Optimization exercise on an open flow, not production practice. RTL: at most simulated, not proved equivalent. Function not checked: run 1. Power: default activity.

File: design/flow/design.v
`timescale 1ns/1ps
package emac_pkg;
  localparam int ADR_W  = 11;
  localparam int DATA_W = 32;
  localparam int MAC_W  = 48;
  localparam logic [ADR_W-1:0] REG_STAT    = 11'h081;
  localparam logic [ADR_W-1:0] REG_MYMACL  = 11'h082;
  localparam logic [ADR_W-1:0] REG_MYMACH  = 11'h083;
  localparam logic [ADR_W-1:0] REG_BUF     = 11'h084;
  localparam logic [ADR_W-1:0] REG_STARTTX = 11'h086;
  localparam logic [ADR_W-1:0] REG_DSTL    = 11'h08A;
  localparam logic [ADR_W-1:0] REG_DSTH    = 11'h08B;
  localparam logic [ADR_W-1:0] REG_TYPE    = 11'h08C;
  localparam int BUF_DEPTH = 64;
  localparam int BUF_CNT_W = 7;
  localparam logic [7:0] PREAMBLE_BYTE = 8'h55;
  localparam int         PREAMBLE_LEN  = 7;
  localparam logic [7:0] SFD_BYTE      = 8'hD5;
  localparam int HDR_LEN = 14;
  localparam logic [31:0] CRC_POLY = 32'hEDB8_8320;
  localparam logic [31:0] CRC_INIT = 32'hFFFF_FFFF;
  typedef logic [DATA_W-1:0] word_t;
  typedef logic [7:0] byte_t;
  typedef logic [MAC_W-1:0] mac_addr_t;
  typedef logic [15:0] ether_type_t;
endpackage
`timescale 1ns/1ps
module emac_regs (
  input  logic                 tx_clk_i,
  input  logic                 reset_i,
  input  logic                 wr_en_i,
  input  logic                 rd_en_i,
  input  logic [emac_pkg::ADR_W-1:0]     adr_i,
  input  emac_pkg::word_t                wr_data_i,
  output emac_pkg::word_t                rd_data_o,
  input  logic                 busy_i,
  input  logic                 buf_pop_i,
  output logic [emac_pkg::BUF_CNT_W-1:0] buf_count_o,
  output logic                 buf_push_o,
  output logic                 start_o,
  output emac_pkg::mac_addr_t            my_mac_o,
  output emac_pkg::mac_addr_t            dst_mac_o,
  output emac_pkg::ether_type_t          ether_type_o
);
  emac_pkg::word_t stat_word;
  emac_pkg::word_t rd_mux;
  logic  start_req;
  always_comb begin
    stat_word = '0;
    stat_word[0] = busy_i;
    stat_word[8 +: emac_pkg::BUF_CNT_W] = buf_count_o;
  end
  assign buf_push_o = wr_en_i && (adr_i == emac_pkg::REG_BUF) && !busy_i &&
                      (buf_count_o != emac_pkg::BUF_DEPTH[emac_pkg::BUF_CNT_W-1:0]);
  always_ff @(posedge tx_clk_i or negedge reset_i) begin
    if (!reset_i) begin
      buf_count_o <= '0;
    end else if (buf_push_o) begin
      buf_count_o <= buf_count_o + 1'b1;
    end else if (buf_pop_i) begin
      buf_count_o <= buf_count_o - 1'b1;
    end
  end
  assign start_req = wr_en_i && (adr_i == emac_pkg::REG_STARTTX) && !busy_i &&
                     (buf_count_o != '0);
  always_ff @(posedge tx_clk_i or negedge reset_i) begin
    if (!reset_i) begin
      my_mac_o     <= '0;
      dst_mac_o    <= '0;
      ether_type_o <= '0;
    end else if (wr_en_i) begin
      case (adr_i)
        emac_pkg::REG_MYMACL: my_mac_o[31:0]   <= wr_data_i;
        emac_pkg::REG_MYMACH: my_mac_o[47:32]  <= wr_data_i[15:0];
        emac_pkg::REG_DSTL:   dst_mac_o[31:0]  <= wr_data_i;
        emac_pkg::REG_DSTH:   dst_mac_o[47:32] <= wr_data_i[15:0];
        emac_pkg::REG_TYPE:   ether_type_o     <= wr_data_i[15:0];
        default: ;
      endcase
    end
  end
  always_ff @(posedge tx_clk_i or negedge reset_i) begin
    if (!reset_i) begin
      start_o <= 1'b0;
    end else begin
      start_o <= start_req;
    end
  end
  always_comb begin
    rd_mux = '0;
    case (adr_i)
      emac_pkg::REG_STAT:   rd_mux = stat_word;
      emac_pkg::REG_MYMACL: rd_mux = my_mac_o[31:0];
      emac_pkg::REG_MYMACH: rd_mux[15:0] = my_mac_o[47:32];
      emac_pkg::REG_DSTL:   rd_mux = dst_mac_o[31:0];
      emac_pkg::REG_DSTH:   rd_mux[15:0] = dst_mac_o[47:32];
      emac_pkg::REG_TYPE:   rd_mux[15:0] = ether_type_o;
      default: ;
    endcase
  end
  always_ff @(posedge tx_clk_i or negedge reset_i) begin
    if (!reset_i) begin
      rd_data_o <= '0;
    end else if (rd_en_i) begin
      rd_data_o <= rd_mux;
    end
  end
endmodule
`timescale 1ns/1ps
module emac_tx_buffer (
  input  logic            tx_clk_i,
  input  logic            reset_i,
  input  logic            push_i,
  input  emac_pkg::word_t data_i,
  input  logic            fetch_d_i,    
  input  logic            load_i,       
  input  logic            load_d_i,     
  input  logic            sync_i,       
  input  logic            dmode_i,      
  output emac_pkg::word_t cur_o
);
  localparam int DEPTH = emac_pkg::BUF_DEPTH;
  localparam int W     = emac_pkg::DATA_W;
  logic [DEPTH*W-1:0] ring;
  logic [DEPTH*W-1:0] ring_d;
  emac_pkg::word_t    wd0, wd1;
  emac_pkg::word_t    wsel;
  logic [3:0]         v;
  logic [3:0]         v_d;
  logic               pend_d;
  logic [5:0]         z, z_d;
  logic [5:0]         y, y_d;
  logic               wen_q;        
  logic [15:0]        ins_q;        
  logic [3:0]         src_q;        
  logic [3:0]         src_d;
  logic               cap_q;        
  logic               cap_d;
  logic               win_q, win_d;
  logic [15:0]        tsel_q;       
  logic               nv, nv_d;
  emac_pkg::word_t    nxt;
  emac_pkg::word_t    tap;
  always_comb begin
    v_d = {v[2:0], push_i};
    if (v[3]) begin
      v_d[3] = v[2];
    end else if (v[2]) begin
      v_d[3] = v[2] && !wen_q;
    end else if (v[1]) begin
      v_d[2] = v[1] && !wen_q;
    end else begin
      v_d[1] = v[0] && !wen_q;
    end
    z_d = wen_q ? z : z - 6'd1;
    if (v_d[3])      src_d = 4'b1000;
    else if (v_d[2]) src_d = 4'b0100;
    else if (v_d[1]) src_d = 4'b0010;
    else             src_d = 4'b0001;
    pend_d = (|v_d[3:1]) || push_i;
  end
  always_comb begin
    wsel = ({W{src_q[0]}} & wd0) | ({W{src_q[1]}} & wd1) |
           ({W{src_q[2]}} & nxt) | ({W{src_q[3]}} & cur_o);
    for (int p = 0; p < DEPTH; p++) begin
      if (p % 4 == 0 && ins_q[p / 4]) begin
        ring_d[p*W +: W] = wsel;
      end else begin
        ring_d[p*W +: W] = ring[((p + 1) % DEPTH)*W +: W];
      end
    end
  end
  always_ff @(posedge tx_clk_i) begin
    ring <= ring_d;
    wd0  <= data_i;
    wd1  <= wd0;
  end
  always_comb begin
    tap = {W{dmode_i}} & wd1;
    for (int k = 0; k < DEPTH / 4; k++) begin
      tap = tap | ({W{tsel_q[k]}} & ring[(4*k)*W +: W]);
    end
  end
  assign y_d   = sync_i ? z_d : (cap_q ? y : y - 6'd1);
  assign nv_d  = !sync_i && (cap_q || (nv && !load_i));
  assign win_d = fetch_d_i && (!nv_d || load_d_i);
  assign cap_d = win_d && (y_d[1:0] == 2'd0);
  always_ff @(posedge tx_clk_i or negedge reset_i) begin
    if (!reset_i) begin
      v     <= '0;
      z     <= '0;
      y     <= '0;
      nv    <= 1'b0;
      wen_q <= 1'b0;
      ins_q <= '0;
      win_q <= 1'b0;
      cap_q <= 1'b0;
    end else begin
      v     <= v_d;
      z     <= z_d;
      y     <= y_d;
      nv    <= nv_d;
      win_q <= win_d;
      cap_q <= cap_d;
      wen_q <= pend_d && (wen_q ? (z[1:0] == 2'd1) : (z[1:0] == 2'd2));
      for (int k = 0; k < DEPTH / 4; k++) begin
        ins_q[k] <= pend_d && (wen_q ? (z == {k[3:0], 2'd1}) : (z == {k[3:0], 2'd2}));
      end
    end
  end
  always_ff @(posedge tx_clk_i) begin
    src_q <= src_d;
    for (int k = 0; k < DEPTH / 4; k++) begin
      tsel_q[k] <= cap_d && (y_d[5:2] == k);
    end
    if (cap_q || dmode_i)  nxt   <= tap;
    if (load_i || dmode_i) cur_o <= nxt;
  end
endmodule
`timescale 1ns/1ps
module emac_crc32 (
  input  logic            tx_clk_i,
  input  logic            reset_i,
  input  logic            clear_i,
  input  logic            en_i,
  input  emac_pkg::byte_t data_i,
  output emac_pkg::word_t crc_o,
  output emac_pkg::word_t crc_next_o
);
  function automatic emac_pkg::word_t crc_step(emac_pkg::word_t crc, emac_pkg::byte_t d);
    emac_pkg::word_t c;
    c = crc;
    for (int i = 0; i < 8; i++) begin
      if (c[0] ^ d[i]) begin
        c = (c >> 1) ^ emac_pkg::CRC_POLY;
      end else begin
        c = c >> 1;
      end
    end
    crc_step = c;
  endfunction
  assign crc_next_o = crc_step(crc_o, data_i);
  always_ff @(posedge tx_clk_i) begin
    if (clear_i) begin
      crc_o <= emac_pkg::CRC_INIT;
    end else if (en_i) begin
      crc_o <= crc_next_o;
    end
  end
endmodule
`timescale 1ns/1ps
module emac_tx_framer (
  input  logic                           tx_clk_i,
  input  logic                           reset_i,
  input  logic                           start_i,
  input  emac_pkg::mac_addr_t            my_mac_i,
  input  emac_pkg::mac_addr_t            dst_mac_i,
  input  emac_pkg::ether_type_t          ether_type_i,
  input  emac_pkg::word_t                cur_i,
  input  logic [emac_pkg::BUF_CNT_W-1:0] buf_count_i,
  output logic                           buf_pop_o,
  output logic                           fetch_d_o,
  output logic                           load_o,
  output logic                           load_d_o,
  output logic                           sync_o,
  output logic                           dmode_o,
  output emac_pkg::byte_t                crc_data_o,
  input  emac_pkg::word_t                crc_i,
  input  emac_pkg::word_t                crc_next_i,
  output logic                           crc_clear_o,
  output logic                           crc_en_o,
  output logic                           busy_o,
  output logic                           tx_en_o,
  output emac_pkg::byte_t                tx_d_o
);
  typedef enum logic [2:0] {
    ST_IDLE, ST_PRE, ST_SFD, ST_HDR, ST_PAY, ST_FCS
  } state_t;
  state_t          state_q;
  state_t          state_d;
  logic [3:0]      cnt_q;
  logic [3:0]      cnt_d;
  logic            tx_en_d;
  emac_pkg::byte_t tx_d_d;
  logic            crc_en_d;
  logic [111:0]    hdr;
  emac_pkg::byte_t hdr_byte;
  emac_pkg::byte_t pay_byte;
  emac_pkg::byte_t fcs_byte;
  logic            pre_byte;
  logic            sfd_byte;
  logic            r_hdr, r_pay, r_fcs0, r_fcs;
  logic [3:0]      r_hsel;
  logic [1:0]      r_pidx, r_fidx;
  logic            n_hdr, n_pay, n_fcs0, n_fcs;
  logic [3:0]      n_hsel;
  logic [1:0]      n_pidx, n_fidx;
  logic            st_idle, st_pre, st_sfd, st_hdr, st_pay, st_fcs;
  logic            last_byte;    
  assign st_idle = (state_q == ST_IDLE);
  assign st_pre  = (state_q == ST_PRE);
  assign st_sfd  = (state_q == ST_SFD);
  assign st_hdr  = (state_q == ST_HDR);
  assign st_pay  = (state_q == ST_PAY);
  assign st_fcs  = (state_q == ST_FCS);
  always_comb begin
    state_d  = state_q;
    cnt_d    = cnt_q;
    tx_en_d  = tx_en_o;
    crc_en_d = 1'b0;
    case (state_q)
      ST_IDLE: begin
        if (start_i) begin
          state_d = ST_PRE;
          cnt_d   = '0;
          tx_en_d = 1'b1;
        end
      end
      ST_PRE: begin
        if (cnt_q == emac_pkg::PREAMBLE_LEN - 1) begin
          state_d = ST_SFD;
        end else begin
          cnt_d = cnt_q + 4'd1;
        end
      end
      ST_SFD: begin
        state_d  = ST_HDR;
        cnt_d    = '0;
        crc_en_d = 1'b1;
      end
      ST_HDR: begin
        crc_en_d = 1'b1;
        if (cnt_q == emac_pkg::HDR_LEN - 1) begin
          state_d = ST_PAY;
          cnt_d   = '0;
        end else begin
          cnt_d = cnt_q + 4'd1;
        end
      end
      ST_PAY: begin
        if (cnt_q[1:0] == 2'd3 && r_fcs0) begin
          state_d = ST_FCS;
          cnt_d   = '0;
        end else begin
          cnt_d    = {2'b00, cnt_q[1:0] + 2'd1};
          crc_en_d = 1'b1;
        end
      end
      ST_FCS: begin
        if (cnt_q[1:0] == 2'd3) begin
          state_d = ST_IDLE;
          tx_en_d = 1'b0;
        end else begin
          cnt_d = cnt_q + 4'd1;
        end
      end
      default: state_d = ST_IDLE;
    endcase
  end
  always_comb begin
    n_hdr  = 1'b0;
    n_pay  = 1'b0;
    n_fcs0 = 1'b0;
    n_fcs  = 1'b0;
    n_hsel = 4'd13;
    n_pidx = 2'd3;
    n_fidx = 2'd1;
    case (state_q)
      ST_PRE: begin
        n_hdr = (cnt_q == emac_pkg::PREAMBLE_LEN - 1);
      end
      ST_SFD: begin
        n_hdr  = 1'b1;
        n_hsel = 4'd12;
      end
      ST_HDR: begin
        n_hdr  = (cnt_q < 4'd12);
        n_hsel = 4'd11 - cnt_q;
        n_pay  = (cnt_q >= 4'd12);
        n_pidx = (cnt_q == 4'd12) ? 2'd3 : 2'd2;
      end
      ST_PAY: begin
        n_fcs0 = (cnt_q[1:0] == 2'd2) && (buf_count_i == 7'd1);
        n_fcs  = (cnt_q[1:0] == 2'd3) && r_fcs0;
        n_pay  = !n_fcs0 && !n_fcs;
        n_pidx = 2'd1 - cnt_q[1:0];
      end
      ST_FCS: begin
        n_fcs  = (cnt_q[1:0] < 2'd2);
        n_fidx = cnt_q[1:0] + 2'd2;
      end
      default: ;
    endcase
  end
  assign hdr      = {dst_mac_i, my_mac_i, ether_type_i};
  assign hdr_byte = hdr[{r_hsel, 3'b000} +: 8];
  assign pay_byte = cur_i[{r_pidx, 3'b000} +: 8];
  assign fcs_byte = ~crc_i[{r_fidx, 3'b000} +: 8];
  assign pre_byte = (st_idle && start_i) ||
                    (st_pre && (cnt_q != emac_pkg::PREAMBLE_LEN - 1));
  assign sfd_byte = st_pre && (cnt_q == emac_pkg::PREAMBLE_LEN - 1);
  assign tx_d_d = ({8{pre_byte}} & emac_pkg::PREAMBLE_BYTE) |
                  ({8{sfd_byte}} & emac_pkg::SFD_BYTE) |
                  ({8{r_hdr}}    & hdr_byte) |
                  ({8{r_pay}}    & pay_byte) |
                  ({8{r_fcs0}}   & ~crc_next_i[7:0]) |
                  ({8{r_fcs}}    & fcs_byte);
  assign busy_o      = !st_idle || start_i;
  assign crc_clear_o = st_idle && start_i;
  assign buf_pop_o   = st_pay && load_o;
  assign sync_o      = st_fcs;
  assign dmode_o     = st_idle || st_pre;
  assign fetch_d_o   = (st_pre && (cnt_q == emac_pkg::PREAMBLE_LEN - 1)) ||
                       st_sfd || st_hdr || st_pay;
  assign load_d_o    = (st_hdr && (cnt_q == 4'd11)) ||
                       (st_pay && (cnt_q[1:0] == 2'd1));
  always_ff @(posedge tx_clk_i or negedge reset_i) begin
    if (!reset_i) begin
      state_q  <= ST_IDLE;
      cnt_q    <= '0;
      tx_en_o  <= 1'b0;
      tx_d_o   <= '0;
      crc_en_o <= 1'b0;
      r_hdr    <= 1'b0;
      r_pay    <= 1'b0;
      r_fcs0   <= 1'b0;
      r_fcs    <= 1'b0;
      load_o   <= 1'b0;
    end else begin
      state_q  <= state_d;
      cnt_q    <= cnt_d;
      tx_en_o  <= tx_en_d;
      tx_d_o   <= tx_d_d;
      crc_en_o <= crc_en_d;
      r_hdr    <= n_hdr;
      r_pay    <= n_pay;
      r_fcs0   <= n_fcs0;
      r_fcs    <= n_fcs;
      load_o   <= load_d_o;
    end
  end
  always_ff @(posedge tx_clk_i) begin
    r_hsel <= n_hsel;
    r_pidx <= n_pidx;
    r_fidx <= n_fidx;
  end
  always_ff @(posedge tx_clk_i) begin
    crc_data_o <= tx_d_d;
  end
endmodule
`timescale 1ns/1ps
module emac_tx_top (
  input  logic                       tx_clk_i,
  input  logic                       reset_i,
  input  logic                       wr_en_i,
  input  logic                       rd_en_i,
  input  logic [emac_pkg::ADR_W-1:0] adr_i,
  input  emac_pkg::word_t            wr_data_i,
  output emac_pkg::word_t            rd_data_o,
  output logic                       tx_en_o,
  output emac_pkg::byte_t            tx_d_o
);
  logic                           busy;
  logic                           start;
  logic                           buf_push;
  logic                           buf_pop;
  logic [emac_pkg::BUF_CNT_W-1:0] buf_count;
  logic                           fetch_d;
  logic                           load;
  logic                           load_d;
  logic                           sync;
  logic                           dmode;
  emac_pkg::byte_t                crc_data;
  emac_pkg::word_t                cur;
  emac_pkg::mac_addr_t            my_mac;
  emac_pkg::mac_addr_t            dst_mac;
  emac_pkg::ether_type_t          ether_type;
  logic                           crc_clear;
  logic                           crc_en;
  emac_pkg::word_t                crc;
  emac_pkg::word_t                crc_next;
  emac_regs i_regs (
    .tx_clk_i     (tx_clk_i),
    .reset_i      (reset_i),
    .wr_en_i      (wr_en_i),
    .rd_en_i      (rd_en_i),
    .adr_i        (adr_i),
    .wr_data_i    (wr_data_i),
    .rd_data_o    (rd_data_o),
    .busy_i       (busy),
    .buf_pop_i    (buf_pop),
    .buf_count_o  (buf_count),
    .buf_push_o   (buf_push),
    .start_o      (start),
    .my_mac_o     (my_mac),
    .dst_mac_o    (dst_mac),
    .ether_type_o (ether_type)
  );
  emac_tx_buffer i_buf (
    .tx_clk_i (tx_clk_i),
    .reset_i  (reset_i),
    .push_i   (buf_push),
    .data_i   (wr_data_i),
    .fetch_d_i (fetch_d),
    .load_i    (load),
    .load_d_i  (load_d),
    .sync_i    (sync),
    .dmode_i   (dmode),
    .cur_o    (cur)
  );
  emac_crc32 i_crc (
    .tx_clk_i   (tx_clk_i),
    .reset_i    (reset_i),
    .clear_i    (crc_clear),
    .en_i       (crc_en),
    .data_i     (crc_data),
    .crc_o      (crc),
    .crc_next_o (crc_next)
  );
  emac_tx_framer i_framer (
    .tx_clk_i     (tx_clk_i),
    .reset_i      (reset_i),
    .start_i      (start),
    .my_mac_i     (my_mac),
    .dst_mac_i    (dst_mac),
    .ether_type_i (ether_type),
    .cur_i        (cur),
    .buf_count_i  (buf_count),
    .buf_pop_o    (buf_pop),
    .fetch_d_o    (fetch_d),
    .load_o       (load),
    .load_d_o     (load_d),
    .sync_o       (sync),
    .dmode_o      (dmode),
    .crc_data_o   (crc_data),
    .crc_i        (crc),
    .crc_next_i   (crc_next),
    .crc_clear_o  (crc_clear),
    .crc_en_o     (crc_en),
    .busy_o       (busy),
    .tx_en_o      (tx_en_o),
    .tx_d_o       (tx_d_o)
  );
endmodule
File: design/flow/flow/run.sh
#!/bin/bash
# Standard layout, with the port buffers made from buf_4 cells instead of
# the default pick, and larger clock sink clusters.
set -o pipefail
export BUFFER_PORTS_ARGS="-buffer_cell sky130_fd_sc_hd__buf_4"
export CTS_ARGS="-sink_clustering_enable -repair_clock_nets -sink_clustering_size 24 -sink_clustering_max_diameter 150"
bash standard.sh > standard.log 2>&1
File: design/flow/standard.sh
#!/bin/bash
# synth_recipe.tcl (not shown) runs the flow's synth.tcl, then flattens the netlist and writes it again
# the make line also repeats each setting of config.mk as NAME=value (left out here)
make -C /OpenROAD-flow-scripts/flow DESIGN_CONFIG=/design/flow/config.mk WORK_HOME=/design/flow/orfs CLKGATE_MAP_FILE= SYNTH_SCRIPT=/design/flow/synth_recipe.tcl "${@:-finish}"
File: design/flow/config.mk
export PLATFORM = sky130hd
export DESIGN_NAME = emac_tx_top
export DESIGN_NICKNAME = emac_tx_top
export VERILOG_FILES = /design/flow/design.v
export SDC_FILE = /design/flow/constraint.sdc
export NUM_CORES = 4
export LEC_CHECK = 0
export ABC_CLOCK_PERIOD_IN_PS = 2400
export CAP_MARGIN = 20
export CORE_MARGIN = 2
export CORE_UTILIZATION = 40
export SETUP_SLACK_MARGIN = 3.3
export SLEW_MARGIN = 20
File: design/flow/constraint.sdc
create_clock -name core_clock -period 5.4 [get_ports {tx_clk_i}]
set_input_delay 1.0800 -clock core_clock [delete_from_list [all_inputs] [get_ports {tx_clk_i}]]
set_output_delay 1.0800 -clock core_clock [all_outputs]
set_load 0.01 [all_outputs]
==> results of run 1 <==
==> cell usage after synthesis (43+ instances only) <==
| cell type | instances |
|---|---|
| a21oi_1 | 549 |
| a221oi_1 | 102 |
| dfxtp_1 | 2180 |
| edfxtp_1 | 64 |
| nand2_1 | 102 |
| clkbuf_1 | 232 |
| mux2_2 | 121 |
| nor2_1 | 575 |
| a22o_1 | 109 |
| a22oi_1 | 156 |
| xnor2_1 | 47 |
| a211o_1 | 43 |
| dfrtp_1 | 209 |
| o21ai_0 | 51 |
| inv_1 | 47 |
==> report_power, final <==
group | switching [W] | internal (W) | leakage (nW)
Clock | 0.00547 | 0.00393 | 1.51
Combinational | 0.000362 | 0.000194 | 7.19
Sequential | 0.000120 | 0.0183 | 21.0
Total | 0.00595 | 0.0224 | 29.7
==> placed cells by master, fill, tap and decap left out, types with 56 or more instances in the layout <==
| cell | count |
|---|---|
| a21oi_1 | 549 |
| a221oi_1 | 74 |
| buf_6 | 56 |
| mux2_2 | 120 |
| buf_4 | 167 |
| a22o_1 | 109 |
| edfxtp_1 | 64 |
| nand2_1 | 99 |
| a22oi_1 | 141 |
| dfxtp_1 | 2150 |
| dfrtp_1 | 169 |
| clkbuf_16 | 115 |
| nor2_1 | 571 |
==> stage by stage <==
| step | total power [W] | cells |
|---|---|---|
| 6_report | 0.0283 | 7319 |
| 5_1_grt | 0.0292 | 7317 |
| 4_1_cts | 0.0285 | 7276 |
| 3_5_place_dp | 0.0193 | 7064 |
| 3_3_place_gp | 0.0193 | 7058 |
| 2_1_floorplan | 0.0190 | 4991 |
==> routing by layer <==
layer | global-route usage, % | up-vias | share of wire, %
met5 | 0 | - | 0.016
met4 | 5.70 | 4 | 2.6
met3 | 2.88 | 230 | 5.6
met2 | 31.4 | 1019 | 45
met1 | 28.9 | 19000 | 47
li1 | - | 17300 | -
==> sequential cells by signal (all words and copies together) (netlist names), 16 cells and up <==
name                 count
i_crc.crc_o             32
i_regs.ether_type_o     16
i_buf.tsel_q            16
i_buf.wd0               32
i_regs.my_mac_o         48
i_regs.rd_data_o        32
i_buf.ring            2048
i_buf.cur_o             32
i_buf.nxt               32
i_regs.dst_mac_o        48
i_buf.ins_q             16
i_buf.wd1               32
==> logic make-up (layout without fill, tap and decap cells) <==
kind of cell | Yosys count | in the layout | synth area share, %
flip-flops | 2453 | 2453 | 76.6
adder cells (fa/ha/maj) | 15 | 15 | 0.283
multiplexers | 185 | 185 | 3.80
AND/OR/NAND/NOR | 841 | 842 | 5.39
other | 0 | 3 | 0
AO/OA/AOI/OAI | 1081 | 1082 | 10.5
XOR/XNOR | 84 | 84 | 1.49
buffers and inverters | 332 | 466 | 1.90
==> final cells by class <==
cell class	count	area (sq um)	share of cell area, %
Sequential cell	2453	51000	68.4
Multi-Input combinational cell	2208	15100	20.2
Clock buffer	161	3030	4.07
Tap cell	2189	2740	3.68
Timing Repair Buffer	249	2370	3.19
Inverter	49	196	0.264
Clock inverter	6	97.6	0.131
Timing Repair inverter	1	7.51	0.0101
Antenna cell	3	7.51	0.0101
==> worst min-delay path by stage <==
| stage | from | end | slack, ns | cells after the start |
|---|---|---|---|---|
| 2_1_floorplan | i_buf.ring[1088]$_DFF_P_ | i_buf.ring[1056]$_DFF_P_ | 0.31 | 0 |
| 3_3_place_gp | i_buf.ring[219]$_DFF_P_ | i_buf.ring[187]$_DFF_P_ | 0.31 | 0 |
| 3_5_place_dp | i_buf.ring[1264]$_DFF_P_ | i_buf.ring[1232]$_DFF_P_ | 0.31 | 0 |
| 4_1_cts | i_buf.ring[1015]$_DFF_P_ | i_buf.ring[983]$_DFF_P_ | 0.32 | 0 |
| 5_1_grt | i_buf.ring[1015]$_DFF_P_ | i_buf.ring[983]$_DFF_P_ | 0.32 | 0 |
| 6_report | i_buf.ring[1015]$_DFF_P_ | i_buf.ring[983]$_DFF_P_ | 0.31 | 0 |
==> repair_timing <==
| item | CTS | global route |
|---|---|---|
| setup buffers | 43 | 37 |
| endpoints found under the setup margin | 302 | 246 |
| pin swaps | 17 | 28 |
| cloned | 2 | 2 |
| gates resized for setup | 130 | 86 |
==> impl_metrics.py, run 1 <==
metrics = {
    "pwr": {
        "power_leakage_nw": 29.7,
        "p_per_area_nw_per_um2": 381,
        "irDropWorstVdd_mv": 0.299,
    },
    "clock_network": {
        "htreeDepth": 3,
        "cts_buffers": 112,
        "clockBufferDepth": 3,
        "clkTransAtPathRegs_ns": 0.10,
        "insertion_delay_ns": 0.77,
        "root_buffer": "clkbuf_16",
        "numClockSinks": 2453,
        "cts_tree": "built",
        "cts_hold_buf": 0,
    },
    "final_layout": {
        "layout-drive-gt1-share_pct": 14.3,
        "area_growth_pct": 12.4,
        "fin_area_sq_um": 74500,
        "fillers": 14900,
        "fin_nets": 5136,
        "fin_util_pct": 45.2,
    },
    "timing": {
        "final-setup-viol-count": 0,
        "fmax_ghz": 0.404,
        "layout_setup_ws_ns": 2.92,
        "worst_pin_slew_ns": 1.15,
        "rsz0062_at_grt": "yes",
        "fin_skew_ns": 0.0437,
        "slew_violations": 0,
        "finalCritPeriodShare_pct": 45.9,
        "slew_headroom_pct": 23.0,
        "finalHoldViolations": 0,
        "fin_crit_ns": 2.48,
        "fin_tns_setup_ns": 0,
        "whs_ns": 0.314,
    },
    "synthesis": {
        "synth_edf_count": 64,
        "syn_avg_cell_area_sq_um": 13.3,
        "async_reset_ff_share_pct": 8.52,
        "ys_ff_latch": 2453,
        "synth.distinct_cells": 72,
        "yosys_warnings": 4,
        "postSynthCellCount": 4991,
        "synth_flop_cell": "dfxtp_1",
        "syn-num-nets": 5053,
        "yosysTopAreaCell": "dfxtp_1",
        "synth_area_sq_um": 66300,
        "yosysSeqAreaShare_pct": 76.6,
        "synth_top_cell_area_share_pct": 65.8,
        "netlist_top_cells_area": "dfxtp_1 66%, dfrtp_1 7.9%, a21oi_1 4.1%",
    },
    "floorplan": {
        "start_util_pct": 40.2,
        "num_rows": 149,
        "core_sq_um": 165000,
        "die_h_um": 411,
        "die-area_sq_um": 169000,
        "die-width_um": 411,
        "io_pins": 88,
    },
    "job": {
        "drv_cap": 0,
    },
    "worst_setup_path": {
        "critPathKind": "reg2out",
        "critPathLaunchType": "flip-flop",
        "crit_required_ns": 4.32,
        "path_buf_inv": 1,
        "path_depth": 1,
        "crit_end": "rd_data_o[20]",
        "r2r_setup_slack_ns": 3.31,
        "slowest_stage": "dfrtp_2",
        "critPathCaptureType": "primary output",
        "cp_slowest_stage_delay_ns": 0.48,
        "crit_chain": "buf_6",
        "crit_family": "flip-flops",
        "critPathMaxFanout": 2,
        "crit-reg2reg-launch": "i_buf.tsel_q[10]$_DFF_P_",
        "startpoint": "i_regs.rd_data_o[20]$_DFFE_PN0P_",
        "rr_worst_depth": 4,
        "arrival_ns": 1.40,
        "r2r-end": "i_buf.nxt[0]$_DFFE_PP_",
    },
    "drt": {
        "drc": 0,
        "firstDrtPassIters": 6,
        "dr_total_vias": 37600,
        "ant_nets": 0,
        "routedWlPerCell_um": 23.6,
        "viasPerCell": 5.14,
        "drt_iter0_markers": 3222,
        "drt_wl_total_mm": 172,
    },
    "placed_design": {
        "dpl.hpwl_mm": 101,
        "numPortBuffers": 87,
        "place_area_sq_um": 69600,
        "place_ws_ns": 1.56,
        "gp_congestion": 0.891,
    },
    "grt": {
        "antenna_found_initial": 7,
        "grt_overflow": 0,
        "grt_pass1_wl_mm": 251,
        "grt_usage_pct": 20.1,
        "grt_max_degree": 121,
        "grt_pass1_vias": 36200,
    },
    "run_status": {
        "outcome": "no timing/DRC/antenna violations",
    },
    "worst_hold_path": {
        "hp-class": "reg2reg",
    },
}
==> inputs of run 2 (changes only) <==
--- a/design/flow/design.v
+++ b/design/flow/design.v
@@ -118,4 +118,6 @@
   input  logic            sync_i,       
   input  logic            dmode_i,      
+  input  emac_pkg::word_t wd1_i,        
+  output emac_pkg::word_t wd0_o,
   output emac_pkg::word_t cur_o
 );
@@ -125,4 +127,6 @@
   logic [DEPTH*W-1:0] ring_d;
   emac_pkg::word_t    wd0, wd1;
+  assign wd1   = wd1_i;
+  assign wd0_o = wd0;
   emac_pkg::word_t    wsel;
   logic [3:0]         v;
@@ -174,5 +178,4 @@
     ring <= ring_d;
     wd0  <= data_i;
-    wd1  <= wd0;
   end
   always_comb begin
@@ -225,4 +228,6 @@
   input  logic            en_i,
   input  emac_pkg::byte_t data_i,
+  input  logic            dmode_i,      
+  input  emac_pkg::word_t dly_i,
   output emac_pkg::word_t crc_o,
   output emac_pkg::word_t crc_next_o
@@ -246,4 +251,6 @@
     end else if (en_i) begin
       crc_o <= crc_next_o;
+    end else if (dmode_i) begin
+      crc_o <= dly_i;
     end
   end
@@ -407,5 +414,5 @@
                   ({8{r_fcs}}    & fcs_byte);
   assign busy_o      = !st_idle || start_i;
-  assign crc_clear_o = st_idle && start_i;
+  assign crc_clear_o = st_pre && (cnt_q == emac_pkg::PREAMBLE_LEN - 1);
   assign buf_pop_o   = st_pay && load_o;
   assign sync_o      = st_fcs;
@@ -472,4 +479,5 @@
   logic                           dmode;
   emac_pkg::byte_t                crc_data;
+  emac_pkg::word_t                wd0;
   emac_pkg::word_t                cur;
   emac_pkg::mac_addr_t            my_mac;
@@ -507,4 +515,6 @@
     .sync_i    (sync),
     .dmode_i   (dmode),
+    .wd1_i     (crc),
+    .wd0_o     (wd0),
     .cur_o    (cur)
   );
@@ -515,4 +525,6 @@
     .en_i       (crc_en),
     .data_i     (crc_data),
+    .dmode_i    (dmode),
+    .dly_i      (wd0),
     .crc_o      (crc),
     .crc_next_o (crc_next)
--- a/design/flow/config.mk
+++ b/design/flow/config.mk
@@ -10,4 +10,4 @@
 export CORE_MARGIN = 2
 export CORE_UTILIZATION = 40
-export SETUP_SLACK_MARGIN = 3.3
+export SETUP_SLACK_MARGIN = 3.6
 export SLEW_MARGIN = 20
==> run 2 against run 1 <==
  * Routed wire length rose by 5.7%
  * Synthesized cell count decreased by 0.20%
  * Utilization increased by 2.6 points
  * Combinational power up 41%
  * Cell count is 2.1% higher
  * Via count increased by 3.5%
  * Clock-buffer cell count down 20
  * Global-route usage grew 0.92 points
==> impl_metrics.py, run 2 <==
metrics = {
    "worst_setup_path": {
        "crit_required_ns": 4.32,
        "slowest_stage": "dfrtp_2",
        "critPathMaxFanout": 2,
        "crit_chain": "buf_6",
        "path_buf_inv": 1,
        "critPathLaunchType": "flip-flop",
        "arrival_ns": 1.39,
        "critPathKind": "reg2out",
        "critPathCaptureType": "primary output",
        "cp_slowest_stage_delay_ns": 0.48,
        "crit_family": "flip-flops",
    },
    "synthesis": {
        "yosysSeqAreaShare_pct": 76.2,
        "async_reset_ff_share_pct": 8.63,
        "netlist_top_cells_area": "dfxtp_1 65%, dfrtp_1 7.9%, a21oi_1 4.3%",
        "synth_flop_cell": "dfxtp_1",
        "synth.distinct_cells": 71,
        "yosys_warnings": 4,
        "ys_ff_latch": 2421,
        "yosysMostFrequentCell": "dfxtp_1",
        "synth_area_sq_um": 65800,
        "syn_avg_cell_area_sq_um": 13.2,
        "postSynthCellCount": 4981,
        "synth_commonest_cells": "2148 x dfxtp_1, 609 x nor2_1, 563 x a21oi_1",
        "synth_edf_count": 64,
        "syn-num-nets": 5043,
        "yosysTopAreaCell": "dfxtp_1",
        "synth_top_cell_area_share_pct": 65.4,
    },
    "pwr": {
        "power_leakage_nw": 31.2,
        "p_int_w": 0.0222,
        "irDropWorstVdd_mv": 0.328,
        "pwr-share-seq_pct": 64.5,
        "p_per_area_nw_per_um2": 361,
        "p_sw_share_pct": 21.3,
        "comb_power_share_pct": 2.8,
        "power_w": 0.0282,
        "power_frac_clock_pct": 32.7,
        "switchingPower_w": 0.00600,
    },
    "timing": {
        "fin_skew_ns": 0.0346,
        "slew_violations": 0,
        "whs_ns": 0.315,
        "worst_pin_slew_ns": 1.10,
        "finalHoldViolations": 0,
        "finalCritPeriodShare_pct": 45.7,
        "fin_tns_setup_ns": 0,
        "fin_crit_ns": 2.47,
        "final-setup-viol-count": 0,
        "fmax_ghz": 0.405,
        "rsz0062_at_grt": "yes",
        "slew_headroom_pct": 26.4,
    },
    "floorplan": {
        "die_h_um": 410,
        "die-area_sq_um": 168000,
        "start_util_pct": 40.3,
        "core_sq_um": 163000,
        "io_pins": 88,
        "num_rows": 148,
        "die-width_um": 410,
    },
    "placed_design": {
        "placed_cells": 7050,
        "dpl.hpwl_mm": 100,
        "numPortBuffers": 87,
        "gp_congestion": 0.852,
        "place_area_sq_um": 69200,
    },
    "drt": {
        "drt_iter0_markers": 3419,
        "firstDrtPassIters": 8,
        "drc": 0,
        "drt_wl_total_mm": 182,
        "dr_total_vias": 38900,
        "viasPerCell": 5.21,
        "routedWlPerCell_um": 24.4,
        "ant_nets": 0,
    },
    "clock_network": {
        "insertion_delay_ns": 0.77,
        "cts_buffers": 110,
        "numClockSinks": 2421,
        "cts_tree": "built",
        "clockBufferDepth": 3,
        "clkTransAtPathRegs_ns": 0.10,
        "root_buffer": "clkbuf_16",
        "htreeDepth": 3,
    },
    "final_layout": {
        "area_growth_pct": 18.4,
        "layout-drive-gt1-share_pct": 21.2,
        "largest_register": "i_buf.ring",
        "fin_area_sq_um": 77900,
        "multi_input_area_sq_um": 16600,
        "fin_nets": 5323,
        "fillers": 14000,
        "final_common_cell": "dfxtp_1",
        "stdcell_count": 7470,
        "final_cell_mix": "2112 x dfxtp_1, 586 x nor2_1, 551 x a21oi_1, 233 x buf_4, 176 x dfrtp_1",
        "largestRegisters": "i_buf.ring: 2048 flops, i_regs.dst_mac_o: 48 flops, i_regs.my_mac_o: 48 flops",
        "largest_reg_flops": 2048,
        "layout.area.seq_sq_um": 50300,
        "antenna_cells": 0,
    },
    "grt": {
        "grt-busiest-layer": "met2",
        "grt_overflow": 0,
        "grt_pass1_wl_mm": 260,
        "met2_usage_pct": 32.4,
        "met1_usage_pct": 30.0,
        "antenna_found_initial": 2,
        "use_met3_pct": 2.82,
        "grt_max_degree": 109,
        "grt_pass1_vias": 37200,
        "grt_usage_pct": 21.0,
    },
    "worst_hold_path": {
        "hp-class": "reg2reg",
    },
    "run_status": {
        "outcome": "no timing/DRC/antenna violations",
    },
    "job": {
        "drv_cap": 0,
    },
}
==> run 2: cell count changes after synthesis, moves of 15 or more <==
cell     before   now
nor2_1      575   609
dfxtp_1    2180  2148
mux2_2      121   150
nor3_1       42    23
buf_1        40    24
nand2_1     102   117
==> run 2: layer usage <==
| layer | wire length (um) | vias up |
|---|---|---|
| li1 | - | 17600 |
| met1 | 82500 | 19700 |
| met2 | 81600 | 1322 |
| met3 | 11300 | 284 |
| met4 | 6830 | 2 |
| met5 | 13 | - |
==> run 2: power by group through the flow <==
stage / Sequential, W / Combinational, W / Clock (W)
6_report: 0.0182 / 0.000785 / 0.00920
5_1_grt: 0.0182 / 0.000831 / 0.0100
4_1_cts: 0.0182 / 0.000709 / 0.00937
3_5_place_dp: 0.0186 / 0.000603 / 0
3_3_place_gp: 0.0186 / 0.000602 / 0
2_1_floorplan: 0.0185 / 0.000392 / 0
==> run 2: timing repair <==
action | in CTS | in global routing
cloned | 22 | 7
endpoints found under the setup margin | 514 | 415
endpoints found under the hold margin | 0 | 0
hold buffers | 0 | 0
buffers inserted | 161 | 84
resized for setup | 435 | 192
pin swaps | 140 | 120
==> run 2: area by class of cell <==
type | count | share of cell area (%)
Clock buffer | 141 | 3.74
Clock inverter | 5 | 0.117
Inverter | 35 | 0.173
Multi-Input combinational cell | 2253 | 21.3
Sequential cell | 2421 | 64.6
Tap cell | 2175 | 3.49
Timing Repair Buffer | 440 | 6.56
==> run 2: cell families after synthesis <==
group	synth area share (%)
flops	76.2
compound gates	10.3
simple gates	5.45
buf+inv	1.84
mux	4.45
xor+xnor	1.42
fa+ha+maj	0.285
==> run 2: per-stage QoR <==
step	util, %	setup WS [ns]
final	47.8	2.93
after global routing	47.8	2.89
after CTS	46.7	2.87
after detailed placement	42.4	1.97
after global placement	42.4	1.99
after floorplan	-	2.86
==> run 2: path summary, 6_finish.rpt <==
path	start	end	slack, ns	depth (start not counted)
min	i_buf.ring[1390]$_DFF_P_	i_buf.ring[1358]$_DFF_P_	0.31	0
max reg2reg	i_framer.state_q[1]$_DFFE_PN0P_	i_buf.ins_q[6]$_DFF_PN0_	3.28	8
max in group asynchronous	reset_i	i_framer.tx_d_o[2]$_DFF_PN0_	3.80	2
max	i_regs.rd_data_o[16]$_DFFE_PN0P_	rd_data_o[16]	2.93	1
min reg2reg	i_buf.ring[1390]$_DFF_P_	i_buf.ring[1358]$_DFF_P_	0.31	0
min in group asynchronous	reset_i	i_regs.rd_data_o[29]$_DFFE_PN0P_	0.38	1
==> inputs of run 3 (changes only) <==
--- a/design/flow/config.mk
+++ b/design/flow/config.mk
@@ -6,8 +6,8 @@
 export NUM_CORES = 4
 export LEC_CHECK = 0
-export ABC_CLOCK_PERIOD_IN_PS = 2400
+export ABC_AREA = 1
 export CAP_MARGIN = 20
 export CORE_MARGIN = 2
 export CORE_UTILIZATION = 40
-export SETUP_SLACK_MARGIN = 3.6
+export SETUP_SLACK_MARGIN = 3.3
 export SLEW_MARGIN = 20
==> run 3 against run 2 <==
  * Still clean on timing, DRC and antenna
  * Sequential cell count stayed put
  * Via count increased by 8.3%
  * Worst hold slack got worse by 0.023 ns
  * Critical endpoint is now tx_d_o[6]
  * Die area is 2.0% higher
  * Combinational power down 12%
  * Register-to-register slack better by 0.03 ns
  * Largest cell class unchanged
  * Critical path depth did not move
  * First-iteration DRC count rose by 28%
  * Clock power rose by 1%
  * Sequential share of layout area is 2.9 points higher
==> impl_metrics.py, run 3 <==
metrics = {
    "run_status": {
        "outcome": "no timing/DRC/antenna violations",
    },
    "floorplan": {
        "die_h_um": 414,
        "start_util_pct": 40.2,
        "die-width_um": 414,
        "io_pins": 88,
        "die-area_sq_um": 171000,
        "num_rows": 150,
        "core_sq_um": 167000,
    },
    "synthesis": {
        "yosysTopAreaCell": "dfxtp_1",
        "synthSimpleGateAreaFrac_pct": 11.2,
        "synthXorXnorAreaFrac_pct": 0.483,
        "synth_edf_count": 64,
        "yosysMostFrequentCell": "dfxtp_1",
        "syn-num-nets": 6071,
        "synth_top_cell_area_share_pct": 64.1,
        "synth_area_sq_um": 67100,
        "netlist_top_cells_area": "dfxtp_1 64%, dfrtp_1 7.8%, nand2_1 7.8%",
        "synth_commonest_cells": "2148 x dfxtp_1, 1390 x nand2_1, 767 x o21ai_0",
        "syn_avg_cell_area_sq_um": 11.2,
        "yosysSeqAreaShare_pct": 74.7,
        "synth-compound-area-share_pct": 10.2,
        "synth_top_family_by_area": "simple AND/OR/NAND/NOR gates",
        "synth-adder-area-share_pct": 0.280,
        "yosys_warnings": 4,
        "synth_flop_cell": "dfxtp_1",
        "synth.distinct_cells": 58,
        "ys_ff_latch": 2421,
        "postSynthCellCount": 6009,
        "synthMuxAreaShare_pct": 0,
        "async_reset_ff_share_pct": 8.63,
    },
    "worst_setup_path": {
        "path_buf_inv": 1,
        "crit_family": "flip-flops",
        "critPathCaptureType": "primary output",
        "critPathLaunchType": "flip-flop",
        "crit_required_ns": 4.32,
        "critPathKind": "reg2out",
        "crit_chain": "buf_6",
        "critPathMaxFanout": 1,
        "cp_slowest_stage_delay_ns": 0.48,
        "slowest_stage": "dfrtp_2",
        "arrival_ns": 1.42,
    },
    "grt": {
        "grt_pass1_vias": 40600,
        "antenna_found_initial": 3,
        "grt_overflow": 0,
        "grt_pass1_wl_mm": 277,
        "grt_usage_pct": 22.0,
        "grt_max_degree": 101,
    },
    "final_layout": {
        "largestRegisters": "i_buf.ring: 2048 flops, i_regs.dst_mac_o: 48 flops, i_regs.my_mac_o: 48 flops",
        "layout-drive-gt1-share_pct": 8.89,
        "final_common_cell": "dfxtp_1",
        "largest_reg_flops": 2048,
        "stdcell_count": 8315,
        "fin_util_pct": 44.6,
        "final_cell_mix": "2125 x dfxtp_1, 1380 x nand2_1, 723 x o21ai_0, 218 x inv_1, 192 x dfrtp_1",
        "largest_register": "i_buf.ring",
        "area_growth_pct": 10.8,
        "fin_nets": 6129,
    },
    "clock_network": {
        "root_buffer": "clkbuf_16",
        "clockBufferDepth": 3,
        "cts_tree": "built",
        "insertion_delay_ns": 0.80,
        "htreeDepth": 3,
        "clkTransAtPathRegs_ns": 0.11,
        "cts_buffers": 110,
        "numClockSinks": 2421,
    },
    "drt": {
        "viasPerCell": 5.07,
        "ant_nets": 0,
        "drt_iter0_markers": 4371,
        "routedWlPerCell_um": 22.8,
        "drc": 0,
        "firstDrtPassIters": 6,
        "dr_total_vias": 42100,
        "drt_wl_total_mm": 190,
    },
    "timing": {
        "fin_crit_ns": 2.50,
        "worst_pin_slew_ns": 1.03,
        "slew_violations": 0,
        "fin_skew_ns": 0.0551,
        "fmax_ghz": 0.400,
        "finalHoldViolations": 0,
        "final-setup-viol-count": 0,
        "finalCritPeriodShare_pct": 46.3,
        "fin_tns_setup_ns": 0,
        "rsz0062_at_grt": "yes",
        "slew_headroom_pct": 31.2,
    },
    "worst_hold_path": {
        "hp-class": "reg2reg",
    },
    "placed_design": {
        "dpl.hpwl_mm": 118,
        "numPortBuffers": 87,
        "gp_congestion": 0.986,
        "placed_cells": 8112,
    },
    "pwr": {
        "pwr-share-seq_pct": 64.5,
        "p_per_area_nw_per_um2": 378,
        "power_frac_clock_pct": 33.0,
        "comb_power_share_pct": 2.4,
        "switchingPower_w": 0.00602,
        "irDropWorstVdd_mv": 0.303,
        "p_sw_share_pct": 21.4,
        "p_int_w": 0.0221,
        "power_leakage_nw": 29.7,
    },
    "job": {
        "drv_cap": 0,
    },
}
## run 3: stage by stage
stage / instance area, sq um / hold slack [ns] / power (W) / setup slack (ns)
4_1_cts: 73900 / 0.285 / 0.0283 / 2.86
3_3_place_gp: 70100 / 0.310 / 0.0192 / 2.04
3_5_place_dp: 70200 / 0.312 / 0.0192 / 2.03
5_1_grt: 74400 / 0.304 / 0.0290 / 2.85
2_1_floorplan: 67300 / 0.310 / 0.0189 / 3.20
6_report: 74400 / 0.291 / 0.0281 / 2.90
## run 3: metal layers
metal | GRT usage [%] | up-vias | share of wire [%]
met4 | 9.39 | 0 | 4.3
met1 | 31.4 | 20600 | 46
met5 | 0 | - | 0
li1 | - | 19700 | -
met3 | 3.23 | 349 | 6.1
met2 | 33.3 | 1451 | 43
## run 3: cells by family after synthesis
group / Yosys count
adders and majority gates: 15
xor gates and xnor gates: 34
AOI/OAI and AO/OA: 1165
DFF: 2421
and+or+nand+nor: 1839
buffers and inverters: 535
## run 3: cell type report
type | count | area (sq um)
fill | 15500 | 92500
sequential | 2421 | 50200
multi-input combinational | 3056 | 15200
clock buffer | 149 | 2940
tap | 2204 | 2760
timing repair buffer | 210 | 1960
inverter | 265 | 1100
clock inverter | 6 | 131
timing repair inverter | 3 | 20.0
antenna | 1 | 2.50
## run 3: timing repair
item	4_1_cts	5_1_grt
hold buffers	0	0
cloned	6	2
resized for setup	118	59
pin swaps	6	9
buffers inserted	14	22
setup endpoints to repair	485	207
## run 3: power groups by stage
stage,registers [W],logic [W],clock network (W)
after detailed placement,0.0185,0.000645,0
final,0.0181,0.000687,0.00929
after CTS,0.0181,0.000671,0.00948
after global routing,0.0182,0.000749,0.0101
after global placement,0.0185,0.000639,0
after floorplan,0.0185,0.000351,0
## run 3: path summary, 6_finish.rpt
check	start	endpoint	slack, ns	cells past startpoint
worst max-delay path	i_framer.tx_d_o[6]$_DFF_PN0_	tx_d_o[6]	2.90	1
worst min-delay path	i_buf.ring[1495]$_DFF_P_	i_buf.ring[1463]$_DFF_P_	0.29	0
worst max register to register	i_framer.r_pidx[0]$_DFF_P_	i_framer.tx_d_o[7]$_DFF_PN0_	3.31	9
worst min register to register	i_buf.ring[1495]$_DFF_P_	i_buf.ring[1463]$_DFF_P_	0.29	0
max in group asynchronous	reset_i	i_framer.tx_d_o[0]$_DFF_PN0_	3.85	2
min in group asynchronous	reset_i	i_regs.rd_data_o[29]$_DFFE_PN0P_	0.38	1
==> inputs of run 4 (changes only) <==
--- a/design/flow/config.mk
+++ b/design/flow/config.mk
@@ -6,8 +6,8 @@
 export NUM_CORES = 4
 export LEC_CHECK = 0
-export ABC_AREA = 1
+export ABC_CLOCK_PERIOD_IN_PS = 2400
 export CAP_MARGIN = 20
 export CORE_MARGIN = 2
 export CORE_UTILIZATION = 40
-export SETUP_SLACK_MARGIN = 3.3
+export SETUP_SLACK_MARGIN = 3.2
 export SLEW_MARGIN = 20
==> run 4 against run 3 <==
  * Clock-buffer cell count decreased by 12
  * Via count decreased by 12%
  * Total power decreased by 0.66%
  * Cell area decreased by 1.6%
  * Die area decreased by 2.0%
  * Synthesized area decreased by 2.0%
  * Routed wire length decreased by 12%
  * Clock skew decreased by 0.016 ns
  * Worst hold slack got worse by 0.011 ns
==> impl_metrics.py, run 4 <==
metrics = {
    "synthesis": {
        "synth.distinct_cells": 71,
        "syn_avg_cell_area_sq_um": 13.2,
        "ys_ff_latch": 2421,
        "synth_commonest_cells": "2148 x dfxtp_1, 609 x nor2_1, 563 x a21oi_1",
        "synth_top_cell_area_share_pct": 65.4,
        "synth_flop_cell": "dfxtp_1",
        "synth_area_sq_um": 65800,
        "yosysMostFrequentCell": "dfxtp_1",
        "syn-num-nets": 5043,
        "yosys_warnings": 4,
        "netlist_top_cells_area": "dfxtp_1 65%, dfrtp_1 7.9%, a21oi_1 4.3%",
        "postSynthCellCount": 4981,
        "async_reset_ff_share_pct": 8.63,
        "yosysTopAreaCell": "dfxtp_1",
        "yosysSeqAreaShare_pct": 76.2,
        "synth_edf_count": 64,
    },
    "drt": {
        "topRoutingLayerUsed": "met5",
        "drt_wl_total_mm": 167,
        "drt_iter0_markers": 3460,
        "drc": 0,
        "firstDrtPassIters": 6,
        "wl_met1_mm": 77.7,
        "dr_total_vias": 37000,
        "ant_nets": 0,
        "dr_wl_met2_mm": 73.7,
        "routedWlPerCell_um": 23.1,
        "viasPerCell": 5.11,
        "met3_length_mm": 9.93,
    },
    "clock_network": {
        "root_buffer": "clkbuf_16",
        "cts_tree": "built",
        "insertion_delay_ns": 0.78,
        "clockBufferDepth": 3,
        "cts_buffers": 110,
        "clkTransAtPathRegs_ns": 0.10,
        "cts_hold_buf": 0,
        "htreeDepth": 3,
        "numClockSinks": 2421,
    },
    "worst_setup_path": {
        "crit_required_ns": 4.32,
        "arrival_ns": 1.41,
        "crit_chain": "buf_6",
        "critPathMaxFanout": 1,
        "path_buf_inv": 1,
        "cp_slowest_stage_delay_ns": 0.48,
        "critPathKind": "reg2out",
        "slowest_stage": "dfrtp_2",
        "critPathCaptureType": "primary output",
        "crit_family": "flip-flops",
        "critPathLaunchType": "flip-flop",
    },
    "grt": {
        "grt_max_degree": 89,
        "grt_overflow": 0,
        "antenna_found_initial": 3,
        "grt_usage_pct": 19.5,
        "grt_pass1_wl_mm": 243,
        "grt_pass1_vias": 35800,
    },
    "timing": {
        "slew_headroom_pct": 32.4,
        "final-setup-viol-count": 0,
        "slew_violations": 0,
        "worst_pin_slew_ns": 1.01,
        "fin_skew_ns": 0.0394,
        "fin_tns_setup_ns": 0,
        "fin_crit_ns": 2.49,
        "finalCritPeriodShare_pct": 46.0,
        "finalHoldViolations": 0,
        "fmax_ghz": 0.402,
        "rsz0062_at_grt": "yes",
    },
    "final_layout": {
        "fin_nets": 5099,
        "multi_input_area_sq_um": 15100,
        "largest_reg_flops": 2048,
        "layout.area.seq_sq_um": 50300,
        "largestRegisters": "i_buf.ring: 2048 flops, i_regs.dst_mac_o: 48 flops, i_regs.my_mac_o: 48 flops",
        "largest_register": "i_buf.ring",
        "fillers": 14600,
        "fin_util_pct": 44.9,
        "layout-drive-gt1-share_pct": 13.7,
        "final_cell_mix": "2123 x dfxtp_1, 602 x nor2_1, 563 x a21oi_1, 176 x dfrtp_1, 158 x buf_4",
        "area_growth_pct": 11.3,
        "final_common_cell": "dfxtp_1",
    },
    "floorplan": {
        "die_h_um": 410,
        "die-area_sq_um": 168000,
        "die-width_um": 410,
        "num_rows": 148,
        "io_pins": 88,
        "start_util_pct": 40.3,
        "core_sq_um": 163000,
    },
    "run_status": {
        "outcome": "no timing/DRC/antenna violations",
    },
    "pwr": {
        "p_per_area_nw_per_um2": 381,
        "irDropWorstVdd_mv": 0.252,
        "power_leakage_nw": 29.1,
    },
    "job": {
        "drv_cap": 0,
    },
    "placed_design": {
        "gp_congestion": 0.868,
        "dpl.hpwl_mm": 101,
        "numPortBuffers": 87,
    },
    "worst_hold_path": {
        "hp-class": "in2async",
    },
}
## run 4: logic make-up after synthesis
group           synth area share (%)
mux                             4.45
simple gates                    5.45
compound gates                  10.3
flops                           76.2
buf+inv                         1.84
xor+xnor                        1.42
fa+ha+maj                      0.285
## run 4: power breakdown
part / total [W] / internal, W / switching, W
combinational: 0.000637 / 0.000251 / 0.000386
sequential: 0.0182 / 0.0180 / 0.000143
clock: 0.00912 / 0.00379 / 0.00533
total: 0.0279 / 0.0221 / 0.00586
## run 4: through the flow
stage	setup slack [ns]	hold slack [ns]	cell area (sq um)	instances	power [W]
after floorplan	2.86	0.310	66100	4981	0.0189
after global placement	1.75	0.310	69100	7046	0.0192
after detailed placement	1.71	0.312	69200	7048	0.0192
after CTS	2.84	0.250	72800	7217	0.0281
after global routing	2.88	0.292	73200	7243	0.0289
final	2.91	0.281	73200	7244	0.0279
## run 4: repair_timing
action,in CTS,in global routing
endpoints found under the setup margin,269,202
gates resized for setup,117,41
cloned,1,2
pin swaps,12,16
setup buffers,25,24
## run 4: layout make-up
type | count | area share, %
tap | 2175 | 3.72
timing repair buffer | 220 | 2.72
multi-input combinational | 2249 | 20.6
antenna | 1 | 0.00342
sequential | 2421 | 68.7
clock buffer | 137 | 3.96
clock inverter | 6 | 0.132
inverter | 35 | 0.185
## run 4: routing by layer
metal	track usage, %	vias to the layer above
li1	-	17200
met1	28.2	18500
met2	29.6	1049
met3	3.03	253
met4	7.19	2
met5	0	-
## run 4: worst paths after layout
kind                                         startpoint                          endpoint  slack (ns)  cells after the start
min                                             reset_i  i_regs.rd_data_o[29]$_DFFE_PN0P_        0.28                      1
max                        i_framer.tx_d_o[7]$_DFF_PN0_                         tx_d_o[7]        2.91                      1
max reg2reg                     i_buf.tsel_q[2]$_DFF_P_            i_buf.nxt[5]$_DFFE_PP_        3.21                      5
min reg2reg                    i_buf.ring[1658]$_DFF_P_          i_buf.ring[1626]$_DFF_P_        0.32                      0
max in group asynchronous                       reset_i         i_buf.ins_q[11]$_DFF_PN0_        4.04                      2
min in group core_clock        i_buf.ring[1658]$_DFF_P_          i_buf.ring[1626]$_DFF_P_        0.32                      0
==> inputs of run 5 (changes only) <==
--- a/design/flow/config.mk
+++ b/design/flow/config.mk
@@ -10,4 +10,4 @@
 export CORE_MARGIN = 2
 export CORE_UTILIZATION = 40
-export SETUP_SLACK_MARGIN = 3.2
+export SETUP_SLACK_MARGIN = 3.1
 export SLEW_MARGIN = 20
==> run 5 against run 4 <==
  * Non-clock buffer count down 18
  * Largest cell class unchanged
  * Largest power group unchanged
  * Worst hold slack better by 0.026 ns
  * Highest routed layer is now met4
  * Routed wire length up 0.82%
  * Cell count down 0.19%
==> impl_metrics.py, run 5 <==
metrics = {
    "timing": {
        "finalCritPeriodShare_pct": 45.9,
        "fin_crit_ns": 2.48,
        "finalHoldViolations": 0,
        "slew_violations": 0,
        "layout_setup_ws_ns": 2.92,
        "whs_ns": 0.306,
        "worst_pin_slew_ns": 1.07,
        "slew_headroom_pct": 28.6,
        "fmax_ghz": 0.403,
        "rsz0062_at_grt": "yes",
        "fin_tns_setup_ns": 0,
        "final-setup-viol-count": 0,
        "fin_skew_ns": 0.0501,
    },
    "placed_design": {
        "place_ws_ns": 1.99,
        "gp_congestion": 0.896,
        "numPortBuffers": 87,
        "dpl.hpwl_mm": 102,
    },
    "synthesis": {
        "yosys_warnings": 4,
        "synth_flop_cell": "dfxtp_1",
        "yosysSeqAreaShare_pct": 76.2,
        "postSynthCellCount": 4981,
        "netlist_top_cells_area": "dfxtp_1 65%, dfrtp_1 7.9%, a21oi_1 4.3%",
        "synth_edf_count": 64,
        "synth_area_sq_um": 65800,
        "yosysTopAreaCell": "dfxtp_1",
        "synth.distinct_cells": 71,
        "synth_commonest_cells": "2148 x dfxtp_1, 609 x nor2_1, 563 x a21oi_1",
        "async_reset_ff_share_pct": 8.63,
        "syn-num-nets": 5043,
        "yosysMostFrequentCell": "dfxtp_1",
        "synth_top_cell_area_share_pct": 65.4,
        "ys_ff_latch": 2421,
        "syn_avg_cell_area_sq_um": 13.2,
    },
    "clock_network": {
        "clkTransAtPathRegs_ns": 0.10,
        "cts_tree": "built",
        "htreeDepth": 3,
        "cts_buffers": 110,
        "cts_hold_buf": 0,
        "root_buffer": "clkbuf_16",
        "insertion_delay_ns": 0.78,
        "clockBufferDepth": 3,
        "numClockSinks": 2421,
    },
    "drt": {
        "drt_wl_total_mm": 169,
        "drt_iter0_markers": 3198,
        "firstDrtPassIters": 9,
        "drc": 0,
        "routedWlPerCell_um": 23.3,
        "ant_nets": 0,
        "dr_total_vias": 36900,
        "viasPerCell": 5.11,
    },
    "worst_setup_path": {
        "path_depth": 1,
        "arrival_ns": 1.40,
        "r2r_setup_slack_ns": 3.08,
        "startpoint": "i_framer.tx_d_o[0]$_DFF_PN0_",
        "path_buf_inv": 1,
        "crit_required_ns": 4.32,
        "cp_slowest_stage_delay_ns": 0.49,
        "crit_family": "flip-flops",
        "crit_chain": "buf_6",
        "critPathMaxFanout": 1,
        "critPathCaptureType": "primary output",
        "r2r-end": "i_buf.nxt[7]$_DFFE_PP_",
        "critPathKind": "reg2out",
        "crit-reg2reg-launch": "i_buf.tsel_q[1]$_DFF_P_",
        "rr_worst_depth": 5,
        "slowest_stage": "dfrtp_2",
        "critPathLaunchType": "flip-flop",
    },
    "final_layout": {
        "fin_util_pct": 44.6,
        "largest_reg_flops": 2048,
        "final_cell_mix": "2124 x dfxtp_1, 604 x nor2_1, 563 x a21oi_1, 176 x dfrtp_1, 150 x mux2_2",
        "fillers": 14700,
        "layout-drive-gt1-share_pct": 13.0,
        "multi_input_area_sq_um": 14900,
        "final_common_cell": "dfxtp_1",
        "fin_nets": 5081,
        "layout.area.seq_sq_um": 50300,
        "area_growth_pct": 10.7,
        "largest_register": "i_buf.ring",
        "largestRegisters": "i_buf.ring: 2048 flops, i_regs.dst_mac_o: 48 flops, i_regs.my_mac_o: 48 flops",
    },
    "grt": {
        "grt_max_degree": 104,
        "grt_pass1_vias": 36000,
        "grt_usage_pct": 19.7,
        "antenna_found_initial": 1,
        "grt_overflow": 0,
        "grt_pass1_wl_mm": 245,
    },
    "worst_hold_path": {
        "hp-class": "reg2reg",
        "holdPathEnd": "i_buf.ring[429]$_DFF_P_",
        "holdPathStages": 0,
        "hp-start": "i_buf.ring[461]$_DFF_P_",
    },
    "floorplan": {
        "die-width_um": 410,
        "start_util_pct": 40.3,
        "io_pins": 88,
        "core_sq_um": 163000,
        "num_rows": 148,
        "die-area_sq_um": 168000,
        "die_h_um": 410,
    },
    "job": {
        "drv_cap": 0,
    },
    "run_status": {
        "outcome": "no timing/DRC/antenna violations",
    },
    "pwr": {
        "power_leakage_nw": 28.9,
        "irDropWorstVdd_mv": 0.288,
        "p_per_area_nw_per_um2": 384,
    },
}
[run 5: cell count changes in the layout (fill, tap and decap cells not counted), sizes merged]
cell	previous run	this run
clkinv	4	3
nor2	609	610
clkbuf	139	141
nand3	11	10
buf	218	200
inv	36	38
diode	1	2
[run 5: how the worst max path moves through the flow]
stage                                             to  slack, ns
finish                                     tx_d_o[0]       2.92
global route                           rd_data_o[18]       2.87
CTS                                    rd_data_o[18]       2.83
detailed placement  i_regs.rd_data_o[30]$_DFFE_PN0P_       1.99
global placement    i_regs.rd_data_o[19]$_DFFE_PN0P_       2.02
floorplan            i_regs.my_mac_o[10]$_DFFE_PN0P_       2.86
[run 5: cells by family (layout without fill, tap and decap cells)]
| kind of cell | after synthesis | in the layout | synth area share, % |
|---|---|---|---|
| DFF | 2421 | 2421 | 76.2 |
| AOI/OAI and AO/OA | 1058 | 1058 | 10.3 |
| and+or+nand+nor | 865 | 867 | 5.45 |
| buffers and inverters | 313 | 383 | 1.84 |
| muxes | 223 | 223 | 4.45 |
| xor gates and xnor gates | 86 | 86 | 1.42 |
| adders and majority gates | 15 | 15 | 0.285 |
| other | 0 | 2 | 0 |
[run 5: what timing repair did]
action,4_1_cts,5_1_grt
pin swaps,4,11
setup buffers,12,16
gates resized for setup,86,35
setup endpoints to repair,208,142
cloned,1,2
[run 5: where the power goes]
part | total, W | internal (W) | switching (W)
logic | 0.000628 | 0.000250 | 0.000379
registers | 0.0182 | 0.0180 | 0.000141
clock network | 0.00914 | 0.00378 | 0.00536
[run 5: cell type report]
class                           count  share of cell area, %
Antenna cell                        2                0.00687
Multi-Input combinational cell   2249                   20.5
Tap cell                         2175                   3.74
Sequential cell                  2421                   69.0
Inverter                           35                  0.186
Timing Repair Buffer              202                   2.45
Clock buffer                      139                   3.96
Clock inverter                      7                  0.134
[run 5: per-layer routing]
metal | global-route usage, % | vias to the layer above | routed length [um]
met2 | 30.6 | 1088 | 75500
met5 | 0 | - | 0
met1 | 27.8 | 18600 | 77100
met3 | 3.08 | 196 | 9840
li1 | - | 17100 | -
met4 | 7.28 | 0 | 6070
[run 5: through the flow]
stage / total power [W] / area [sq um] / cells
2_1_floorplan: 0.0189 / 66000 / 4981
3_3_place_gp: 0.0192 / 69100 / 7051
3_5_place_dp: 0.0192 / 69100 / 7051
4_1_cts: 0.0281 / 72500 / 7210
5_1_grt: 0.0288 / 72800 / 7228
6_report: 0.0279 / 72800 / 7230
==> inputs of run 6 (changes only) <==
--- a/design/flow/config.mk
+++ b/design/flow/config.mk
@@ -10,4 +10,4 @@
 export CORE_MARGIN = 2
 export CORE_UTILIZATION = 40
-export SETUP_SLACK_MARGIN = 3.1
+export SETUP_SLACK_MARGIN = 2.8
 export SLEW_MARGIN = 20
==> run 6 against run 5 <==
  * Critical path depth up 4
  * Largest power group unchanged
  * Clock skew up 0.014 ns
  * Global-route usage down 0.20 points
  * Critical endpoint is now i_regs.ether_type_o[3]$_DFFE_PN0P_
==> impl_metrics.py, run 6 <==
metrics = {
    "run_status": {
        "outcome": "no timing/DRC/antenna violations",
    },
    "synthesis": {
        "yosysMostFrequentCell": "dfxtp_1",
        "yosysTopAreaCell": "dfxtp_1",
        "synth_flop_cell": "dfxtp_1",
        "synth_edf_count": 64,
        "ys_ff_latch": 2421,
        "syn-num-nets": 5043,
        "postSynthCellCount": 4981,
        "yosys_warnings": 4,
        "yosysSeqAreaShare_pct": 76.2,
        "syn_avg_cell_area_sq_um": 13.2,
    },
    "pwr": {
        "irDropWorstVdd_mv": 0.291,
        "power_leakage_nw": 28.7,
        "power_w": 0.0279,
        "p_per_area_nw_per_um2": 387,
    },
    "timing": {
        "fin_skew_ns": 0.0638,
        "slew_violations": 0,
        "final-setup-viol-count": 0,
        "fmax_ghz": 0.389,
        "worst_pin_slew_ns": 1.06,
        "finalHoldViolations": 0,
        "slew_headroom_pct": 29.6,
    },
    "worst_setup_path": {
        "critPathKind": "in2reg",
        "crit_chain": "buf_4 -> nor3b_1 -> and2_1 -> nand3_2 -> mux2_2",
        "crit_family": "simple AND/OR/NAND/NOR gates",
        "path_buf_inv": 1,
        "critPathMaxFanout": 23,
        "cp_slowest_stage_delay_ns": 0.58,
        "arrival_ns": 3.23,
        "critPathCaptureType": "flip-flop",
        "critPathLaunchType": "input port",
    },
    "grt": {
        "grt_usage_pct": 19.5,
        "met1_usage_pct": 28.2,
        "grt-busiest-layer": "met2",
        "met2_usage_pct": 30.7,
        "grt_max_degree": 100,
        "antenna_found_initial": 2,
        "grt_pass1_wl_mm": 245,
        "grt_overflow": 0,
        "use_met3_pct": 2.56,
    },
    "worst_hold_path": {
        "hp-class": "reg2reg",
    },
    "floorplan": {
        "start_util_pct": 40.3,
        "die-width_um": 410,
        "num_rows": 148,
        "core_sq_um": 163000,
        "die-area_sq_um": 168000,
        "die_h_um": 410,
    },
    "job": {
        "drv_cap": 0,
    },
    "drt": {
        "drt_iter0_markers": 3306,
        "firstDrtPassIters": 6,
        "drc": 0,
        "drt_wl_total_mm": 167,
        "ant_nets": 0,
    },
    "clock_network": {
        "insertion_delay_ns": 0.79,
        "cts_buffers": 110,
        "cts_setup_buffers": 0,
        "cts_hold_buf": 0,
        "numClockSinks": 2421,
        "htreeDepth": 3,
        "cts_tree": "built",
    },
    "placed_design": {
        "numPortBuffers": 87,
        "gp_congestion": 0.881,
        "dpl.hpwl_mm": 102,
    },
    "final_layout": {
        "layout-drive-gt1-share_pct": 11.6,
        "final_common_cell": "dfxtp_1",
        "largest_reg_flops": 2048,
        "fin_util_pct": 44.2,
        "final_cell_mix": "2129 x dfxtp_1, 606 x nor2_1, 563 x a21oi_1, 187 x dfrtp_1, 165 x buf_4",
        "largestRegisters": "i_buf.ring: 2048 flops, i_regs.dst_mac_o: 48 flops, i_regs.my_mac_o: 48 flops",
        "antenna_cells": 0,
        "fin_nets": 5049,
    },
}
run 6: changes by cell type in the layout (fill, tap and decap cells not counted), sizes merged:
cell / previous run / this run
inv: 38 / 40
clkinv: 3 / 2
clkinvlp: 1 / 0
buf: 200 / 171
clkbuf: 141 / 133
diode: 2 / 0
or2: 4 / 3
run 6: stage by stage:
| stage | cell area [sq um] | worst slack (ns) | hold slack (ns) | std cells |
|---|---|---|---|---|
| finish | 72100 | 2.83 | 0.294 | 7190 |
| global route | 72100 | 2.81 | 0.305 | 7190 |
| CTS | 72000 | 2.79 | 0.295 | 7189 |
| detailed placement | 69000 | 1.95 | 0.312 | 7049 |
| global placement | 69000 | 2.03 | 0.309 | 7049 |
| floorplan | 65800 | 2.00 | 0.310 | 4981 |
run 6: cells by family after synthesis:
| family | Yosys count | synth area share [%] |
|---|---|---|
| xor+xnor | 86 | 1.42 |
| flops | 2421 | 76.2 |
| mux | 223 | 4.45 |
| buf+inv | 313 | 1.84 |
| compound gates | 1058 | 10.3 |
| simple gates | 865 | 5.45 |
| fa+ha+maj | 15 | 0.285 |
run 6: path summary, 6_finish.rpt:
path                       cells after the start                      from                            endpoint  slack, ns
min in group asynchronous                      1                   reset_i    i_regs.rd_data_o[21]$_DFFE_PN0P_       0.33
hold reg to reg                                0  i_buf.ring[1535]$_DFF_P_            i_buf.ring[1503]$_DFF_P_       0.29
max in group asynchronous                      2                   reset_i    i_regs.rd_data_o[18]$_DFFE_PN0P_       3.97
setup / recovery                               5                  adr_i[0]  i_regs.ether_type_o[3]$_DFFE_PN0P_       2.83
hold / removal                                 0  i_buf.ring[1535]$_DFF_P_            i_buf.ring[1503]$_DFF_P_       0.29
setup reg to reg                               5   i_buf.tsel_q[2]$_DFF_P_              i_buf.nxt[5]$_DFFE_PP_       2.91
run 6: power by group:
| part | switching, W | internal [W] | total, W |
|---|---|---|---|
| sequential | 0.000135 | 0.0180 | 0.0182 |
| clock | 0.00536 | 0.00374 | 0.00909 |
| combinational | 0.000364 | 0.000232 | 0.000596 |
run 6: area by class of cell:
cell class / count / area [sq um]
Inverter: 35 / 131
Clock buffer: 133 / 2840
Tap cell: 2175 / 2720
Multi-Input combinational cell: 2248 / 14700
Sequential cell: 2421 / 50200
Clock inverter: 7 / 101
Timing Repair Buffer: 171 / 1330
Fill cell: 14600 / 91100
run 6: timing repair:
item / CTS / global route
gates cloned: 0 / 1
resized for setup: 11 / 8
pin swaps: 0 / 2
setup endpoints to repair: 41 / 36
run 6: metal layers:
| metal | wire length, um | vias to the layer above | share of wire, % |
|---|---|---|---|
| met5 | 7 | - | 0.0042 |
| met3 | 8110 | 204 | 4.9 |
| met4 | 4120 | 2 | 2.5 |
| li1 | - | 17000 | - |
| met2 | 75100 | 926 | 45 |
| met1 | 79400 | 18500 | 48 |
